Background: an optimization exercise with open tools, aiming at small area and a short achievable clock period. Do not read the settings as production practice. Function was checked by simulation only, so behaviour that the tests miss may differ from the original. Power and IR drop assume default switching activity.

Design dadda_mul_top, start of the top module:
module dadda_mul_top
(
    input  logic        clk,
    input  logic        arst_n,
    input  logic [31:0] a,
    input  logic [31:0] b,
    output logic [63:0] y
);
clock: 22.0 ns
lec_check: 0
abc_area: 1
abc_clock_period_in_ps: 22000
cap_margin: 20
core_margin: 2
core_utilization: 50
cts_buf_list: sky130_fd_sc_hd__clkbuf_4 sky130_fd_sc_hd__clkbuf_8
place_density: 0.75
slew_margin: 20
synth_hierarchical: 1
synth_minimum_keep_size: 0
standard.sh (not shown) runs the stock make flow with config.mk's settings and CLKGATE_MAP_FILE= SYNTH_SCRIPT=/design/flow/synth_recipe.tcl, a recipe that flattens the netlist after the stock synthesis.
==> flow/flow/run.sh <==
#!/bin/bash
# standard layout with buf_2 port buffers, a clock tree without dummy loads, and the
# resizer's setup repair aiming for extra slack from placement to clock tree synthesis, for a little
# less after global routing, and for the plain constraints in the rest
set -euo pipefail
P="BUFFER_PORTS_ARGS=-buffer_cell sky130_fd_sc_hd__buf_2"
C="CTS_ARGS=-sink_clustering_enable -repair_clock_nets -dont_use_dummy_load -sink_clustering_size 30 -buf_list {sky130_fd_sc_hd__clkbuf_4 sky130_fd_sc_hd__clkbuf_8}"
bash standard.sh "$P" "$C" SETUP_SLACK_MARGIN=0 floorplan > standard_make_fp.log 2>&1
bash standard.sh "$P" "$C" SETUP_SLACK_MARGIN=13.9 cts > standard_make_cts.log 2>&1
bash standard.sh "$P" "$C" SETUP_SLACK_MARGIN=13.7 grt > standard_make_grt.log 2>&1
bash standard.sh "$P" "$C" SETUP_SLACK_MARGIN=0 finish > standard_make_finish.log 2>&1
==> next run, changes <==
==> flow/flow/run.sh (replaced) <==
#!/bin/bash
# standard layout with buf_2 port buffers; the resizer's setup repair aims for extra slack
# up to clock tree synthesis, for a little less after global routing, and for the plain
# constraints in the rest
set -euo pipefail
P="BUFFER_PORTS_ARGS=-buffer_cell sky130_fd_sc_hd__buf_2"
bash standard.sh "$P" SETUP_SLACK_MARGIN=13.9 cts > standard_make_cts.log 2>&1
bash standard.sh "$P" SETUP_SLACK_MARGIN=13.7 grt > standard_make_grt.log 2>&1
bash standard.sh "$P" SETUP_SLACK_MARGIN=0 finish > standard_make_finish.log 2>&1
Settings changed: CORE_UTILIZATION 50 to 40, PLACE_DENSITY 0.75 to not set.
=> Hold slack is worse by 0.030 ns; combinational power is about the same; final cell count rose by 5.7%.
==> next run, changes <==
==> flow/flow/run.sh (replaced) <==
#!/bin/bash
# standard layout with buf_2 port buffers; the resizer's setup repair aims for extra slack
# in the floorplan step only (sizing before placement), then plain constraints
set -euo pipefail
P="BUFFER_PORTS_ARGS=-buffer_cell sky130_fd_sc_hd__buf_2"
bash standard.sh "$P" SETUP_SLACK_MARGIN=14.2 floorplan > standard_make_fp.log 2>&1
bash standard.sh "$P" SETUP_SLACK_MARGIN=0 finish > standard_make_finish.log 2>&1
After rerunning: Worst hold slack improved by 0.024 ns; total power rises slightly; final area climbs slightly; synthesized area stays the same; non-clock buffer count shrinks by 4; routed wire length is about the same.

---

## run 1
Starting RTL as in the previous note.
Settings: LEC_CHECK=0, ABC_AREA=1, ABC_CLOCK_PERIOD_IN_PS=22000, CAP_MARGIN=20, CORE_MARGIN=2, CORE_UTILIZATION=40, CTS_BUF_LIST=sky130_fd_sc_hd__clkbuf_4 sky130_fd_sc_hd__clkbuf_8, SLEW_MARGIN=20, SYNTH_HIERARCHICAL=1, SYNTH_MINIMUM_KEEP_SIZE=0; clock period 22.0 ns.
==> flow/flow/run.sh <==
#!/bin/bash
# standard layout with buf_2 port buffers, a clock tree without dummy loads, and the
# resizer's setup repair aiming for extra slack from placement to clock tree synthesis, for a little
# less after global routing, and for the plain constraints in the rest
set -euo pipefail
P="BUFFER_PORTS_ARGS=-buffer_cell sky130_fd_sc_hd__buf_2"
C="CTS_ARGS=-sink_clustering_enable -repair_clock_nets -dont_use_dummy_load -sink_clustering_size 30 -buf_list {sky130_fd_sc_hd__clkbuf_4 sky130_fd_sc_hd__clkbuf_8}"
bash standard.sh "$P" "$C" SETUP_SLACK_MARGIN=0 floorplan > standard_make_fp.log 2>&1
bash standard.sh "$P" "$C" SETUP_SLACK_MARGIN=13.9 cts > standard_make_cts.log 2>&1
bash standard.sh "$P" "$C" SETUP_SLACK_MARGIN=13.7 grt > standard_make_grt.log 2>&1
bash standard.sh "$P" "$C" SETUP_SLACK_MARGIN=0 finish > standard_make_finish.log 2>&1
For run 2, these inputs were changed with respect to run 1:
diff --git a/flow/flow/run.sh b/flow/flow/run.sh
--- a/flow/flow/run.sh
+++ b/flow/flow/run.sh
@@ -9,2 +9,2 @@
-bash standard.sh "$P" "$C" SETUP_SLACK_MARGIN=13.9 cts > standard_make_cts.log 2>&1
-bash standard.sh "$P" "$C" SETUP_SLACK_MARGIN=13.7 grt > standard_make_grt.log 2>&1
+bash standard.sh "$P" "$C" SETUP_SLACK_MARGIN=13.8 cts > standard_make_cts.log 2>&1
+bash standard.sh "$P" "$C" SETUP_SLACK_MARGIN=13.6 grt > standard_make_grt.log 2>&1
[summary]
Run 1 -> run 2: routed via count divided by cell count flat. There was hardly any difference in via total after detailed routing between run 2 and run 1. Diff run 1 -> run 2: met1 routed wirelength after detailed routing lower, buffer and inverter count on the worst path moved up, critical path depth has increased. On fraction of power consumed by combinational cells, run 2 tracks run 1 almost exactly. When run 2 is measured against run 1, its fraction of final layout cells sized beyond drive strength 1 turns out 0.22 points lower. Looking at met3 wire length across run 1 and run 2, the one that comes out higher is run 2. For global-route usage, run 1 and run 2 come out practically identical.
What run 3 does differently from run 2 at the input level:
diff --git a/flow/flow/run.sh b/flow/flow/run.sh
--- a/flow/flow/run.sh
+++ b/flow/flow/run.sh
@@ -3 +3 @@
-# resizer's setup repair aiming for extra slack from placement to clock tree synthesis, for a little
+# resizer's setup repair aiming for extra slack up to clock tree synthesis, for a little
@@ -8,3 +8,2 @@
-bash standard.sh "$P" "$C" SETUP_SLACK_MARGIN=0 floorplan > standard_make_fp.log 2>&1
-bash standard.sh "$P" "$C" SETUP_SLACK_MARGIN=13.8 cts > standard_make_cts.log 2>&1
-bash standard.sh "$P" "$C" SETUP_SLACK_MARGIN=13.6 grt > standard_make_grt.log 2>&1
+bash standard.sh "$P" "$C" SETUP_SLACK_MARGIN=13.9 cts > standard_make_cts.log 2>&1
+bash standard.sh "$P" "$C" SETUP_SLACK_MARGIN=13.7 grt > standard_make_grt.log 2>&1
## What came out
On met2 track utilization from global routing, the lower figure sits with run 2, not run 3.
Changes observed in run 3 relative to run 2: half-perimeter wire length of the detailed placement result has remained practically unchanged, number of buffers outside the clock class in the layout has increased.
Looking at worst-case hold slack, run 3 sits 0.011 ns below run 2.
Run 3 gives more placer congestion estimate than run 2 did.
What run 4 does differently from run 3 at the input level:
- putting PLACE_DENSITY at 0.9 where nothing was set
diff --git a/flow/flow/run.sh b/flow/flow/run.sh
--- a/flow/flow/run.sh
+++ b/flow/flow/run.sh
@@ -3 +3 @@
-# resizer's setup repair aiming for extra slack up to clock tree synthesis, for a little
+# resizer's setup repair aiming for extra slack from placement to clock tree synthesis, for a little
@@ -7,0 +8 @@
+bash standard.sh "$P" "$C" SETUP_SLACK_MARGIN=0 floorplan > standard_make_fp.log 2>&1
==> run notes <==
Re count of vias placed by the detailed router: run 4 is 890 up on run 3. Between run 3 and run 4, the finished layout cell area figures differ only marginally. Against run 3, run 4 comes in 6 lower on non-clock buffer count. Reported for run 3 and run 4, cell area after synthesis turned out identical to the last digit. According to the power report, total power for run 4 is higher than for run 3. Worst endpoint data arrival time across run 3 and run 4: no real change. As far as share of the final layout cell area in sequential cells is concerned, run 4 and run 3 perform about the same. Wire length reported by the detailed router in run 4 is about 3% below run 3. Global-route wire length before repair: run 4 < run 3.
Relative to run 4, the following input files were edited for run 5:
- removing PLACE_DENSITY (formerly 0.9)
==> flow/flow/run.sh <==
#!/bin/bash
# standard layout with buf_2 port buffers; the resizer's setup repair aims for extra slack
# up to clock tree synthesis, and only for the plain constraints after global routing
set -euo pipefail
P="BUFFER_PORTS_ARGS=-buffer_cell sky130_fd_sc_hd__buf_2"
bash standard.sh "$P" SETUP_SLACK_MARGIN=13.6 cts > standard_make_cts.log 2>&1
bash standard.sh "$P" SETUP_SLACK_MARGIN=0 finish > standard_make_finish.log 2>&1
==> run notes <==
The lower via count of run 4 and run 5 is in run 5.
Between run 4 and run 5, the sequential power figures differ only marginally.
Via-per-instance ratio went down by a few percent going from run 4 to run 5.
Between run 4 and run 5, net switching component of the power is higher for run 4, run 5 comes in under that.
Run 5 against run 4; cell count is up slightly.
Compared with run 4, run 5 shows global-route usage higher by 0.81 points.
Delta(clock group share of total power, run 5 - run 4) > 0
In terms of total power, run 5 and run 4 differ only marginally.
Of run 4 and run 5, the run reporting the higher power share of the combinational group was run 4.
[compare] base=run 4 new=run 5: signed area change from the synthesized netlist to the final layout did not really move; number of instances in the synthesized netlist did not really move.

static timing again, ports no longer ideal:
How much do the figures lean on ideal ports? The routed layouts below were timed once more, with nothing changed but the port constraints. Step 1, drivers: a clkbuf_16 drives clk and a buf_2 each remaining input, both assumed. Step 2 also shifts input and output timing later by t, the mid clock arrival at the registers, as if the neighbouring blocks saw the same clock. Slacks: ideal / step 1 / step 2; pairs: ideal / step 1.
| run | shift t [ns] | slack for setup (ns) | slew at the worst register clock pin (ns) | worst data-port slew with drivers (ns) | cell pins on the clock port's net |
|---|---|---|---|---|---|
| the first run of note 1 | 0.617 | 13.832 / 13.849 / 13.231 | 0.09 / 0.09 | 0.07 | 1 |
| the second run of note 1 | 0.629 | 13.799 / 13.809 / 13.189 | 0.11 / 0.11 | 0.09 | 1 |
| the third run of note 1 | 0.610 | 13.566 / 13.598 / 12.988 | 0.10 / 0.10 | 0.06 | 1 |
| run 1 | 0.613 | 13.811 / 13.832 / 13.218 | 0.11 / 0.11 | 0.08 | 1 |
| run 2 | 0.619 | 13.735 / 13.770 / 13.152 | 0.11 / 0.11 | 0.07 | 1 |
| run 3 | 0.617 | 13.798 / 13.825 / 13.213 | 0.10 / 0.10 | 0.09 | 1 |
| run 4 | 0.591 | 13.788 / 13.814 / 13.223 | 0.08 / 0.08 | 0.10 | 1 |
| run 5 | 0.633 | 13.574 / 13.604 / 12.971 | 0.12 / 0.12 | 0.07 | 1 |
After both steps every run listed still meets setup and hold. The setup slack of the second run of note 1, which loses most, moves by +0.010 ns with the drivers and by -0.610 ns with both steps.
